This design comes from an exercise in tuning for small area on the open sky130 flow, not from production work. The RTL was checked by simulation tests, not by an equivalence proof against the original design. Power figures rest on the tool's default switching activity, not on a simulated workload.

===== design/flow/config.mk =====
export PLATFORM = sky130hd
export DESIGN_NAME = dual_issue_regfile
export DESIGN_NICKNAME = dual_issue_regfile
export VERILOG_FILES = /design/flow/design.v
export SDC_FILE = /design/flow/constraint.sdc
export NUM_CORES = 4
export LEC_CHECK = 0
export CAP_MARGIN = 20
export CORE_MARGIN = 2
export CORE_UTILIZATION = 35
export SLEW_MARGIN = 20

===== design/flow/run.sh =====
#!/bin/bash
# synth_recipe.tcl (not shown) runs the flow's synth.tcl, then flattens the netlist and writes it again
# the make line also repeats each setting of config.mk as NAME=value (left out here)
make -C /OpenROAD-flow-scripts/flow DESIGN_CONFIG=/design/flow/config.mk WORK_HOME=/design/flow/orfs CLKGATE_MAP_FILE= SYNTH_SCRIPT=/design/flow/synth_recipe.tcl finish

===== design/flow/design.v =====
package dual_issue_pkg;
  localparam int DATA_W_DEF   = 32;
  localparam int NUM_REGS_DEF = 32;
  localparam int NUM_WR_DEF   = 2;
  localparam int ADDR_W_DEF   = $clog2(NUM_REGS_DEF);
  typedef logic [ADDR_W_DEF-1:0] reg_idx_t;
  typedef logic [DATA_W_DEF-1:0] word_t;
  localparam reg_idx_t ZERO_REG = '0;
endpackage
module regfile_read_port
#(
  parameter int DATA_W   = dual_issue_pkg::DATA_W_DEF,
  parameter int NUM_REGS = dual_issue_pkg::NUM_REGS_DEF,
  parameter int NUM_WR   = dual_issue_pkg::NUM_WR_DEF,
  parameter int BYPASS   = 1,
  parameter int ADDR_W   = $clog2(NUM_REGS)
) (
  input  logic                       i_rst_n,
  input  logic [ADDR_W-1:0]          i_addr,
  input  logic [NUM_REGS*DATA_W-1:0] i_regs,
  input  logic [NUM_REGS-1:0]        i_busy,
  input  logic [NUM_WR-1:0]          i_wr_en,
  input  logic [NUM_WR*ADDR_W-1:0]   i_wr_addr,
  input  logic [NUM_WR*DATA_W-1:0]   i_wr_data,
  output logic [DATA_W-1:0]          o_data,
  output logic                       o_busy
);
  logic w_hit;
  always_comb begin
    o_data = i_regs[i_addr*DATA_W +: DATA_W];
    o_busy = i_busy[i_addr];
    w_hit  = 1'b0;
    if (BYPASS != 0) begin
      for (int k = 0; k < NUM_WR; k++) begin
        if (i_wr_en[k] && (i_wr_addr[k*ADDR_W +: ADDR_W] == i_addr)) begin
          o_data = i_wr_data[k*DATA_W +: DATA_W];
          w_hit  = 1'b1;
        end
      end
    end
    if (w_hit) o_busy = 1'b0;
    if (!i_rst_n || (i_addr == ADDR_W'(dual_issue_pkg::ZERO_REG))) begin
      o_data = '0;
      o_busy = 1'b0;
    end
  end
endmodule
module dual_issue_regfile
#(
  parameter  int DATA_W   = dual_issue_pkg::DATA_W_DEF,
  parameter  int NUM_REGS = dual_issue_pkg::NUM_REGS_DEF,
  parameter  int NUM_RD   = 4,
  parameter  int NUM_WR   = dual_issue_pkg::NUM_WR_DEF,
  parameter  int BYPASS   = 1,
  localparam int ADDR_W   = $clog2(NUM_REGS)
) (
  input  logic                     i_clk,
  input  logic                     i_rst_n,
  input  logic [NUM_RD*ADDR_W-1:0] i_rd_addr,
  output logic [NUM_RD*DATA_W-1:0] o_rd_data,
  output logic [NUM_RD-1:0]        o_rd_busy,
  input  logic [NUM_WR-1:0]        i_wr_en,
  input  logic [NUM_WR*ADDR_W-1:0] i_wr_addr,
  input  logic [NUM_WR*DATA_W-1:0] i_wr_data,
  input  logic [NUM_WR-1:0]        i_iss_en,
  input  logic [NUM_WR*ADDR_W-1:0] i_iss_addr,
  output logic [NUM_REGS-1:0]      o_busy_vec
);
  logic [DATA_W-1:0]          r_regs [NUM_REGS];
  logic [NUM_REGS-1:0]        r_busy;
  logic [NUM_REGS*DATA_W-1:0] w_regs_flat;
  logic [NUM_REGS-1:0]        w_set;
  logic [NUM_REGS-1:0]        w_clr;
  always_ff @(posedge i_clk or negedge i_rst_n) begin
    if (!i_rst_n) begin
      for (int r = 0; r < NUM_REGS; r++) r_regs[r] <= '0;
    end else begin
      for (int k = 0; k < NUM_WR; k++) begin
        if (i_wr_en[k] && (i_wr_addr[k*ADDR_W +: ADDR_W] != ADDR_W'(dual_issue_pkg::ZERO_REG)))
          r_regs[i_wr_addr[k*ADDR_W +: ADDR_W]] <= i_wr_data[k*DATA_W +: DATA_W];
      end
    end
  end
  always_comb begin
    w_set = '0;
    w_clr = '0;
    for (int k = 0; k < NUM_WR; k++) begin
      if (i_iss_en[k]) w_set[i_iss_addr[k*ADDR_W +: ADDR_W]] = 1'b1;
      if (i_wr_en[k])  w_clr[i_wr_addr[k*ADDR_W +: ADDR_W]]  = 1'b1;
    end
    w_set[0] = 1'b0;
  end
  always_ff @(posedge i_clk or negedge i_rst_n) begin
    if (!i_rst_n) r_busy <= '0;
    else          r_busy <= (r_busy & ~w_clr) | w_set;
  end
  assign o_busy_vec = r_busy;
  for (genvar r = 0; r < NUM_REGS; r++) begin : g_flat
    assign w_regs_flat[r*DATA_W +: DATA_W] = r_regs[r];
  end
  for (genvar i = 0; i < NUM_RD; i++) begin : g_rd
    regfile_read_port #(
      .DATA_W   (DATA_W),
      .NUM_REGS (NUM_REGS),
      .NUM_WR   (NUM_WR),
      .BYPASS   (BYPASS),
      .ADDR_W   (ADDR_W)
    ) u_rd (
      .i_rst_n   (i_rst_n),
      .i_addr    (i_rd_addr[i*ADDR_W +: ADDR_W]),
      .i_regs    (w_regs_flat),
      .i_busy    (r_busy),
      .i_wr_en   (i_wr_en),
      .i_wr_addr (i_wr_addr),
      .i_wr_data (i_wr_data),
      .o_data    (o_rd_data[i*DATA_W +: DATA_W]),
      .o_busy    (o_rd_busy[i])
    );
  end
endmodule

===== design/flow/constraint.sdc =====
create_clock -name core_clock -period 7.0 [get_ports {i_clk}]
set_input_delay 1.4000 -clock core_clock [delete_from_list [all_inputs] [get_ports {i_clk}]]
set_output_delay 1.4000 -clock core_clock [all_outputs]
set_load 0.01 [all_outputs]

==> flow_summary.ini <==
[clocking]
cts_setup_buffers = 0
numClockSinks = 1056
clock-root-buffer = clkbuf_16
cts_tree = yes
post_cts_resized = 0
cts_max_level = 4
clockBufferDepth = 3
cts_inserted_buffers = 133
clkSlewWorstSetupHoldPaths_ns = 0.06
cts_hold_buf = 0
clock_latency_ns = 0.82

[timing]
fin_setup_tns_ns = 0
setup_viol = 0
maxSlewHeadroom_pct = 14.2
period_minus_slack_ns = 6.76
whs_ns = 0.438
max_freq_mhz = 148
rsz0062_at_grt = false
slew_viol_final = 0
fin_skew_ns = 0
fin_crit_sh_pct = 96.5
worst_slew_pin_slew_ns = 1.29
hold_viol_final = 0

[yosys]
synth_common_cells = 1233 x mux2i_1, 1067 x mux4_2, 1056 x dfrtp_1
yosysTopAreaCellShare_pct = 30.5
syn_nets = 8042
yosys.cell_types.count = 69
synth_area_sq_um = 86500
synth.most_common_cell = mux2i_1
syn_inst = 7914
synth_edf_count = 0
ys_seq_area_share_pct = 30.5
synthFlopType = dfrtp_1
post_synth.cell_area_avg_sq_um = 10.9
ys_ff_latch = 1056
ys_top_cells_by_area = dfrtp_1 31%, mux4_2 28%, mux2i_1 14%
synth_largest_area_cell = dfrtp_1
async_flop_share_pct = 100
yosys_warnings = 3

[power_and_ir_drop]
leakage_nw = 37.6
power_density_nw_per_um2 = 273
vdd_drop_max_v = 0.000295

[detailed_routing]
wirelength_microns = 428000
vias_per_cell = 7.10
wl_per_cell_microns = 39.1
drt-initial-drc-count = 11400
vias = 77800
ant_nets = 0
drcViolationCount = 0
firstDrtPassIters = 7

[finish]
num-nets-final = 7730
drive_gt1_share_pct = 23.8
fillers = 23300
area_growth_pct = 12.4
stdcell_count = 11000

[worst_hold_path]
hold_path.class = flop to flop
hp-start = r_regs[0][23]

[job]
cap_violations = 0

[run_status]
status = complete, no violations

[worst_setup_path]
r2r_start = r_busy[4]
worstSetupStartpoint = i_wr_addr[8]
start_kind = input port
critPathMaxFanout = 14
arrival_ns = 5.36
critPathCaptureType = output port
cp.required_ns = 5.60
critPathKind = input port to output port

[die]
coreArea_sq_um = 246000
fp-row-count = 182
fp.dieH_microns = 501
dieArea_sq_um = 251000
ios = 274
die_x_microns = 501
start_util_pct = 35.2

[grt]
grt.overflow.total = 0
grt_pass1_vias = 74600
grt_pass1_wl_microns = 595000
grt_antenna_before_repair = 43
grt_max_degree = 131
grt_usage_pct = 33.4

[place]
place_hpwl_microns = 261000
place.port_buffers = 273
dp_cells = 10700
gp_congestion = 0.978
-- flip-flops by register name (all words and copies together) (netlist names) --
signal and flops:
r_busy 32, r_regs 1024
-- cells by family after synthesis --
group                      share of synthesized area [%]
and+or+nand+nor                                     8.02
DFF                                                 30.5
adders and majority gates                          0.260
AOI/OAI and AO/OA                                   12.0
xor gates and xnor gates                           0.527
muxes                                               42.8
buffers and inverters                               5.91
-- through the flow --
stage                     instance area [sq um]  util (%)  power [mW]  setup slack, ns
final                                     97200      39.5        26.5            0.243
after global routing                      97200      39.5        27.5            0.226
after CTS                                 97200      39.5        26.2            0.423
after detailed placement                  92500      37.6        18.8            0.436
after global placement                    92500      37.6        18.4            0.395
after floorplan                           86500         -        15.5             2.40
-- layout by cell type (no fill, tap or decap), types with 35 or more instances in the layout --
master,count
o21ai_0,495
a32oi_1,65
mux2i_1,1233
o21ai_1,35
buf_12,61
mux2_2,55
o22ai_1,36
a22oi_1,143
a21oi_1,674
o221ai_1,51
nand4_1,43
dfrtp_1,1056
clkbuf_16,133
nand2_1,455
nor2_1,643
nand3_1,199
buf_4,295
o2111ai_1,46
inv_1,40
mux4_2,1067
clkdlybuf4s50_1,251
-- where the power goes --
part / leakage [nW] / switching [mW] / internal, mW / total (mW)
clock network: 2.29 / 3.20 / 4.28 / 7.48
logic: 22.5 / 4.11 / 4.95 / 9.06
registers: 12.9 / 2.25 / 7.73 / 9.98
total: 37.6 / 9.55 / 17.0 / 26.5
-- path summary, 6_finish.rpt --
path                            endpoint  slack [ns]  cells after the start
setup reg to reg               r_busy[4]        5.83                      2
hold reg to reg            r_regs[0][23]        0.44                      0
min in group asynchronous     r_busy[26]        0.49                      1
max in group asynchronous   r_regs[9][3]        3.52                      4
hold / removal             r_regs[0][23]        0.44                      0
setup / recovery            o_rd_data[0]        0.24                      9
-- metal layers --
layer | track usage (%) | share of wire (%)
met5 | 0.560 | 0.082
met1 | 39.6 | 33
met4 | 28.1 | 10
met3 | 14.1 | 15
met2 | 46.6 | 41
-- critical path, stage by stage --
cell and delay [ns]:
clkdlybuf4s50_1 0.85, xor2_1 0.35, nor4_2 0.64, and3_2 0.73, buf_12 0.32, buf_4 0.25
a32oi_1 0.07, nand3_1 0.13, clkdlybuf4s50_1 0.54
-- final cells by class --
cell class                      instances  area, sq um  share of cell area (%)
Timing Repair Buffer                  626         6180                    6.36
Clock buffer                          181         3810                    3.92
Clock inverter                         60          850                   0.874
Antenna cell                           26         65.1                  0.0669
Inverter                               42          158                   0.162
Sequential cell                      1056        26400                    27.2
Tap cell                             3220         4030                    4.14
Multi-Input combinational cell       5743        55700                    57.3

what the ideal ports hide:
The results above use ideal ports. As a check the final layout listed here was re-extracted and re-timed, cells and wires unchanged. Step 1 assumes that a clkbuf_16 drives the clock port and a buf_2 every other input. Step 2 moves the port delays by t, midway between the first and last clock arrival at a register: inputs arrive t later, outputs are due t later. That takes back most of the time a late clock gives input paths. a / b / c = ideal ports / drivers / drivers and shift; a / b = the first two.
t, ns: 0.912
setup slack, ns: 0.243 / 0.213 / 0.213
pins driven straight from the clock port: 1
After both steps this run still meets setup and hold. The setup slack of this run moves by -0.030 ns with the drivers and by -0.030 ns with both steps.
